This design comes from an exercise in tuning for small area, a short achievable clock period and few clock cycles per item on the open sky130 flow, not from production work. Only simulation tests tie the RTL to the original design; equivalence was not proved.

==> inputs of wip/umber <==
Design joint_angle_cosine, start of the top module:
module joint_angle_cosine (
    input  logic                         i_clk,
    input  logic                         i_rst_n,
    input  logic                         i_pt_valid,
    output logic                         o_pt_ready,
    input  logic signed [COORD_BITS-1:0] i_end1_x,
    input  logic signed [COORD_BITS-1:0] i_end1_y,
    input  logic signed [COORD_BITS-1:0] i_end1_z,
    input  logic signed [COORD_BITS-1:0] i_vertex_x,
    input  logic signed [COORD_BITS-1:0] i_vertex_y,
    input  logic signed [COORD_BITS-1:0] i_vertex_z,
    input  logic signed [COORD_BITS-1:0] i_end2_x,
    input  logic signed [COORD_BITS-1:0] i_end2_y,
    input  logic signed [COORD_BITS-1:0] i_end2_z,
    output logic                         o_cos_valid,
    input  logic                         i_cos_ready,
    output logic signed [COS_BITS-1:0]   o_cos_cosine_q14,
    output logic                         o_cos_degenerate
);
export LEC_CHECK = 0
export CAP_MARGIN = 20
export CORE_MARGIN = 2
export CORE_UTILIZATION = 55
export CTS_BUF_LIST = sky130_fd_sc_hd__clkbuf_8
export CTS_CLUSTER_SIZE = 30
export SETUP_SLACK_MARGIN = 3.3
export SLEW_MARGIN = 20
create_clock -name core_clock -period 7.0 [get_ports {i_clk}]
run.sh (not shown) runs the stock make flow with config.mk's settings and CLKGATE_MAP_FILE= SYNTH_SCRIPT=/design/flow/synth_recipe.tcl, a recipe that flattens the netlist after the stock synthesis.
==> wip/zinc: changes against wip/umber <==
- CTS_BUF_LIST: sky130_fd_sc_hd__clkbuf_8 -> unset
- CTS_CLUSTER_SIZE: 30 -> unset
==> comparison table <==
	wip/zinc	wip/umber
Outcome	complete, no violations	complete, no violations
Seq/total area	36.0%	36.1%
Htree depth	5	6
Setup clock skew after layout	67.3 ps	107 ps
Buffering overhead	2.22%	2.29%
Average wire per cell in the routed design	19.7 microns	19.5 microns
Multi-input logic portion of the cell area	48.3%	48.4%
Filler instances	29600	29900
Post-route clock period utilization	54.2%	54.1%
Post-layout util	62.2%	62.1%
Final period demand of the worst path	3800 ps	3790 ps
Routed length on met1	199000 microns	200000 microns
Top achievable clock speed	263 MHz	264 MHz
Ratio of cells with drive above 1 in the final layout	8.64%	9.88%
Met3 routing resource usage after global routing	3.20%	3.73%
CP Data Arrival Time	4660 ps	4890 ps
Overall track demand over capacity in global routing	25.8%	26.0%
Slew at the pin closest to its max-slew limit	1170 ps	1200 ps
Number of global-route vias before repair	127000	129000
Pre-antenna DRT Iters	7	6
Testbench counts of wip/umber, summed over its fixed seeds: cycles 4,124, items 4,000.
Testbench counts of wip/zinc, summed over its fixed seeds: cycles 4,124, items 4,000.

* * *

==> 07-15: inputs <==
Another version of the RTL of joint_angle_cosine (not shown whole).
export LEC_CHECK = 0
export CAP_MARGIN = 20
export CORE_MARGIN = 2
export CORE_UTILIZATION = 65
export CTS_BUF_LIST = sky130_fd_sc_hd__clkbuf_8
export SETUP_SLACK_MARGIN = 3.3
export SLEW_MARGIN = 20
create_clock -name core_clock -period 7.0 [get_ports {i_clk}]
==> inputs of 03-22, as changes to 07-15 <==
- CORE_UTILIZATION: 65 -> 55
- CTS_BUF_LIST: sky130_fd_sc_hd__clkbuf_8 -> default
==> key figures <==
Final layout
  • Synthesis-to-layout area growth: 12.10%
  • Seq. cell area: ~80000 sq um
  • Post-route insts no fill: 24008

Timing
  • Clk_skew: between 80 and 90 ps
  • Rel. slew slack: 0.1880
  • Worst slew pin tran: 1216 ps
  • Final period util: 0.5182

Clock network
  • CTS resizes: 185

Drt
  • Met3 Wirelength: 21.23 mm
  • Initial DRC Count: a little under 7000

Global routing
  • GR Layer Usage met3: 0.02919
  • First-pass GRT wire length: 744.0 mm
  • Grt met1 use: 0.3368

Status
  • Status: complete, no violations
[end of results for 03-22]
==> key figures <==
Drt
  • Initial DRC Count: ~7700
  • Met3 Wirelength: approximately 26 mm

Timing
  • Rel. slew slack: 0.2432
  • Clk_skew: 89.32 ps
  • Worst slew pin tran: 1134 ps
  • Final period util: 0.5207

Final layout
  • Seq. cell area: 80260 sq um

Global routing
  • Grt met1 use: 0.3893
  • First-pass GRT wire length: 729.7 mm

Placed design
  • Dpl cells: 22436

Status
  • Status: complete, no violations

Clock network
  • CTS resizes: 181
[end of results for 07-15]
Testbench counts of 07-15, summed over its fixed seeds: cycles 4,124, items 4,000.
Testbench counts of 03-22, summed over its fixed seeds: cycles 4,124, items 4,000.

* * *

==> trial 49 <==
Another version of the RTL of joint_angle_cosine (not shown whole).
Settings: LEC_CHECK=0, CAP_MARGIN=20, CORE_MARGIN=2, CORE_UTILIZATION=55, CTS_BUF_LIST=sky130_fd_sc_hd__clkbuf_16, CTS_CLUSTER_DIAMETER=100, CTS_CLUSTER_SIZE=20, SETUP_SLACK_MARGIN=3.5, SLEW_MARGIN=20, SYNTH_HIERARCHICAL=1; clock period 7.0 ns.
==> build 88 (differences from trial 49) <==
CTS_CLUSTER_DIAMETER = 110   (was 100)
CTS_CLUSTER_SIZE = 22   (was 20)
SETUP_SLACK_MARGIN = 3.8   (was 3.5)
==> metrics.md <==
| Metric | Value |
|---|---|
| Placed Area | 203,000 um^2 |
| Routed wl met2 | 240,000 um |
| Cell Chain, Critical Path | xnor2_4, inv_2, fa_1, inv_2, ha_4, a21oi_4, nor2b_1, o21a_1, o22a_1, a221o_1, o41ai_2, xor2_1, mux2i_1, xnor2_1 |
| Synth-to-layout area growth | 15.4% |
| Initial DRC Count | 7,076 |
| Vias | ~120k |
| Run status | timing/DRC/antenna clean |
| CP max-delay cell | fa_1 |
That was build 88.
==> metrics.md <==
| Metric | Value |
|---|---|
| Number of library cell types mapped by synthesis | 97 |
| Ys Warns | 7 |
| Routed wl met2 | roughly 220,000 um |
| Cell Chain, Critical Path | inv_2, ha_4, fa_2, a211oi_4, o21ai_2, a31o_1, o31a_1, o211a_1, a21oi_2, nor3_2, a2111oi_4, mux2_4, and2_4 |
| Run status | timing/DRC/antenna clean |
| Vias | 118,000 |
| Synth-to-layout area growth | 9.79% |
| Initial DRC Count | ~6,700 |
| RePlAce Congestion | ~0.90 |
| CTS sink count | 3,727 |
That was trial 49.
Testbench counts of trial 49, summed over its fixed seeds: cycles 4,124, items 4,000.
Testbench counts of build 88, summed over its fixed seeds: cycles 4,124, items 4,000.

afterwards: timing with drivers on the ports:
Ports are ideal in the flow. The routed layouts listed here were re-timed in OpenROAD. Step 1 sets driving cells, clkbuf_16 on the clock port and buf_2 on the other inputs (assumed; they add their load-dependent delay and slew). Step 2 also shifts input and output timing later by t, the mid clock arrival at the registers, as if the neighbouring blocks saw the same clock. Slacks: no drivers / after step 1 / after step 2; pairs: no drivers / after step 1.
run	t, ns	slack for setup (ns)	slew at the worst register clock pin (ns)	pins driven straight from the clock port
wip/umber	1.264	3.215 / 3.215 / 2.433	0.07 / 0.07	1
wip/zinc	1.055	3.203 / 3.203 / 2.585	0.07 / 0.07	1
07-15	1.252	3.355 / 3.347 / 2.389	0.08 / 0.08	1
03-22	1.047	3.372 / 3.372 / 2.607	0.07 / 0.07	1
trial 49	1.023	3.368 / 3.368 / 2.726	0.09 / 0.09	1
build 88	1.034	3.482 / 3.482 / 3.140	0.10 / 0.10	1
After both steps every run listed still meets setup and hold. For 07-15, which loses most, drivers alone change the setup slack by -0.008 ns; drivers and shift together by -0.966 ns.
